Context: an optimization exercise on an open-source flow, tuned for small area. The choices shown serve that exercise and are no tape-out recipe.
In this exercise RTL edits were held to simulation tests only and were not proved equivalent to the original.
Power and IR drop assume default switching activity.

the baseline:
==> flow/design.v <==
package icache_ctrl_mb_pkg;
    localparam logic [5:0] REG_ENABLE    = 6'h00;
    localparam logic [5:0] REG_FLUSH     = 6'h01;
    localparam logic [5:0] REG_SEL_FLUSH = 6'h02;
    localparam logic [5:0] REG_STATUS    = 6'h03;
    localparam logic [5:0] REG_CLEAR     = 6'h04;
    localparam logic [5:0] REG_CNT_EN    = 6'h05;
    localparam logic [1:0] REG_HIT_PAGE   = 2'b01;
    localparam logic [1:0] REG_TRANS_PAGE = 2'b10;
    localparam logic [31:0] BADD_DATA = 32'hBADD_A555;
    typedef enum logic [2:0] {
        IDLE,
        WAIT_BYP,
        WAIT_FL,
        WAIT_SEL,
        DONE
    } state_e;
endpackage
module icache_stat_cnt_bank #(
    parameter int NB_CORES  = 8,
    parameter int CNT_WIDTH = 16
) (
    input  logic                 clk_i,
    input  logic                 clear,
    input  logic                 enable,
    input  logic [NB_CORES-1:0]  hit_evt,
    input  logic [NB_CORES-1:0]  trans_evt,
    input  logic [3:0]           rd_sel,      
    output logic [CNT_WIDTH-1:0] rd_data
);
    localparam int N = 2 * NB_CORES;
    logic [CNT_WIDTH-1:0] cnt [N];
    logic [N-1:0]         evt;
    assign evt = {trans_evt, hit_evt};
    for (genvar c = 0; c < N; c++) begin : g_cnt
        logic [CNT_WIDTH:0]   t;
        logic [CNT_WIDTH-1:0] d;
        assign t[0] = enable & evt[c];
        for (genvar i = 0; i < CNT_WIDTH; i++) begin : g_bit
            assign t[i+1] = t[i] & cnt[c][i];
            assign d[i]   = ~clear & ((cnt[c][i] ^ t[i]) | t[CNT_WIDTH]);
        end
        always_ff @(posedge clk_i) begin
            cnt[c] <= d;
        end
    end
    assign rd_data = cnt[rd_sel];
endmodule
module icache_ctrl_unit_mb #(
    parameter int NB_BANKS  = 8,
    parameter int NB_CORES  = 8,
    parameter int ID_WIDTH  = 9,
    parameter int CNT_WIDTH = 16
) (
    input  logic                  clk_i,
    input  logic                  rst_ni,
    input  logic                  bus_req_i,
    input  logic [31:0]           bus_add_i,
    input  logic                  bus_wen_i,
    input  logic [31:0]           bus_wdata_i,
    input  logic [3:0]            bus_be_i,
    input  logic [ID_WIDTH-1:0]   bus_id_i,
    output logic                  bus_gnt_o,
    output logic                  bus_r_valid_o,
    output logic                  bus_r_opc_o,
    output logic [ID_WIDTH-1:0]   bus_r_id_o,
    output logic [31:0]           bus_r_rdata_o,
    output logic [NB_BANKS-1:0]   bypass_req_o,
    input  logic [NB_BANKS-1:0]   bypass_ack_i,
    output logic [NB_BANKS-1:0]   flush_req_o,
    input  logic [NB_BANKS-1:0]   flush_ack_i,
    output logic                  sel_flush_req_o,
    output logic [31:0]           sel_flush_addr_o,
    input  logic                  sel_flush_ack_i,
    input  logic [NB_CORES-1:0]   hit_evt_i,
    input  logic [NB_CORES-1:0]   trans_evt_i,
    output logic [2:0]            state_dbg
);
    logic [2:0]           state;
    logic                 cnt_en;
    logic                 r_valid_q;
    logic                 r_opc_q;
    logic                 r_bad_q;
    logic [ID_WIDTH-1:0]  r_id_q;
    logic [15:0]          r_lo_q;
    logic [15:0]          lo_d;
    logic [CNT_WIDTH-1:0] cnt_rdata;
    logic [5:0]           idx;
    logic                 idle, w_byp, w_fl, w_sel, done;
    logic                 wr, rd;
    logic                 wr_en, wr_fl, wr_sel, wr_clr, wr_cen, wr_hs;
    logic                 cnt_page, rd_en, rd_stat, rd_cen, bad;
    logic                 byp_match, fl_done;
    logic [NB_BANKS-1:0]  fl_next;
    logic                 clear_cnt;
    logic                 unused_bits;
    assign idx   = bus_add_i[7:2];
    assign idle  = ~(state[2] | state[1] | state[0]);
    assign w_byp = state[0] & ~state[1];
    assign w_fl  = state[1] & ~state[0];
    assign w_sel = state[1] & state[0];
    assign done  = state[2];
    assign wr     = idle & bus_req_i & ~bus_wen_i;
    assign rd     = idle & bus_wen_i;
    assign wr_en  = wr & (idx == 6'h00);
    assign wr_fl  = wr & (idx == 6'h01);
    assign wr_sel = wr & (idx == 6'h02);
    assign wr_clr = wr & (idx == 6'h04);
    assign wr_cen = wr & (idx == 6'h05);
    assign wr_hs  = wr_en | wr_fl | wr_sel;
    assign byp_match = (bypass_ack_i == bypass_req_o);
    assign fl_next   = flush_req_o & ~flush_ack_i;
    assign fl_done   = (fl_next == '0);
    assign cnt_page = (idx[5] ^ idx[4]) & ~idx[3];
    assign rd_en    = (idx == 6'h00);
    assign rd_stat  = (idx == 6'h03);
    assign rd_cen   = (idx == 6'h05);
    assign bad      = ~(cnt_page | rd_en | rd_stat | rd_cen);
    always_comb begin
        lo_d = 16'h0;
        if (rd) begin
            if (cnt_page)     lo_d = 16'(cnt_rdata);
            else if (rd_en)   lo_d = {8'h0, ~bypass_req_o};
            else if (rd_stat) lo_d = {8'h0, ~bypass_ack_i};
            else if (rd_cen)  lo_d = 16'(cnt_en);
            else              lo_d = 16'hA555;
        end
    end
    assign clear_cnt   = wr_clr | ~rst_ni;
    assign unused_bits = ^{bus_be_i, bus_add_i[31:8], bus_add_i[1:0]};
    assign bus_gnt_o       = idle & bus_req_i;
    assign bus_r_valid_o   = r_valid_q;
    assign bus_r_opc_o     = r_opc_q;
    assign bus_r_id_o      = r_id_q;
    assign bus_r_rdata_o   = {r_bad_q ? 16'hBADD : 16'h0, r_lo_q};
    assign sel_flush_req_o = w_sel;
    assign state_dbg       = state;
    always_ff @(posedge clk_i or negedge rst_ni) begin
        if (!rst_ni) begin
            state        <= 3'd0;
            bypass_req_o <= '1;
            flush_req_o  <= '0;
            cnt_en       <= 1'b0;
            r_valid_q    <= 1'b0;
        end else begin
            state[2]  <= (w_byp & byp_match) | (w_fl & fl_done) | (w_sel & sel_flush_ack_i);
            state[1]  <= (wr_fl | wr_sel) | (w_fl & ~fl_done) | (w_sel & ~sel_flush_ack_i);
            state[0]  <= (wr_en | wr_sel) | (w_byp & ~byp_match) | (w_sel & ~sel_flush_ack_i);
            r_valid_q <= (idle & bus_req_i & ~wr_hs) | (w_byp & byp_match) | (w_fl & fl_done)
                       | (w_sel & sel_flush_ack_i);
            if (wr_en) bypass_req_o <= ~bus_wdata_i[NB_BANKS-1:0];
            flush_req_o <= wr_fl ? bus_wdata_i[NB_BANKS-1:0] : fl_next;
            if (wr_cen) cnt_en <= bus_wdata_i[0];
        end
    end
    always_ff @(posedge clk_i) begin
        r_opc_q <= wr & ~(wr_hs | wr_clr | wr_cen);
        r_bad_q <= rd & bad;
        r_lo_q  <= lo_d;
        if (idle) r_id_q <= bus_id_i;
        if (!w_sel) sel_flush_addr_o <= bus_wdata_i;
    end
    icache_stat_cnt_bank #(
        .NB_CORES  (NB_CORES),
        .CNT_WIDTH (CNT_WIDTH)
    ) u_cnt (
        .clk_i     (clk_i),
        .clear     (clear_cnt),
        .enable    (cnt_en),
        .hit_evt   (hit_evt_i),
        .trans_evt (trans_evt_i),
        .rd_sel    ({idx[5], idx[2:0]}),
        .rd_data   (cnt_rdata)
    );
endmodule
clock: 6.0 ns
lec_check: 0
abc_area: 1
cap_margin: 20
core_margin: 2
core_utilization: 40
slew_margin: 20
run.sh (not shown) runs the stock make flow with config.mk's settings and CLKGATE_MAP_FILE= SYNTH_SCRIPT=/design/flow/synth_recipe.tcl, a recipe that flattens the netlist after the stock synthesis.
For the candidate, these inputs were changed with respect to the baseline:
Settings: CTS_BUF_LIST now sky130_fd_sc_hd__clkbuf_2, previously not set.
## What came out
The final clock period utilization by the worst path of the candidate falls short of that of the baseline by 5.2 points. Against the baseline, number of violations reported at the end of detailed-routing iteration 0 in the candidate fell by a little under 10%. Cmp the candidate and the baseline / amount of wire on met2 after detailed routing / lower: the baseline. Changes observed in the candidate relative to the baseline: count of placed standard cells in the final layout, fillers left out moved up; cell area moved down. From the baseline to the candidate the numbers moved as follows: global-route usage increased 0.26 points, combinational cell fraction of total power increased 1.8 points, layout overhead on the synthesized area decreased 3.6 points.

static timing again, ports no longer ideal:
The results above use ideal ports. As a check the final layouts listed here were re-extracted and re-timed, cells and wires unchanged. Step 1, drivers: a clkbuf_16 drives clk_i and a buf_2 each remaining input, both assumed. Step 2 times the ports against the registers' clock, not the clock port: input delays grow and output delays shrink by t, the midpoint of the rising clock arrivals with the driver on. a / b / c = no drivers / after step 1 / after step 2; a / b = the first two.
| run | t (ns) | setup WS [ns] | cell pins on the clock port's net |
|---|---|---|---|
| the baseline | 0.601 | 1.008 / 1.042 / 0.441 | 1 |
| the candidate | 1.020 | 1.318 / 1.318 / 0.433 | 1 |
After both steps every run listed still meets setup and hold. The setup slack of the candidate, which loses most, moves by 0.000 ns with the drivers and by -0.885 ns with both steps.
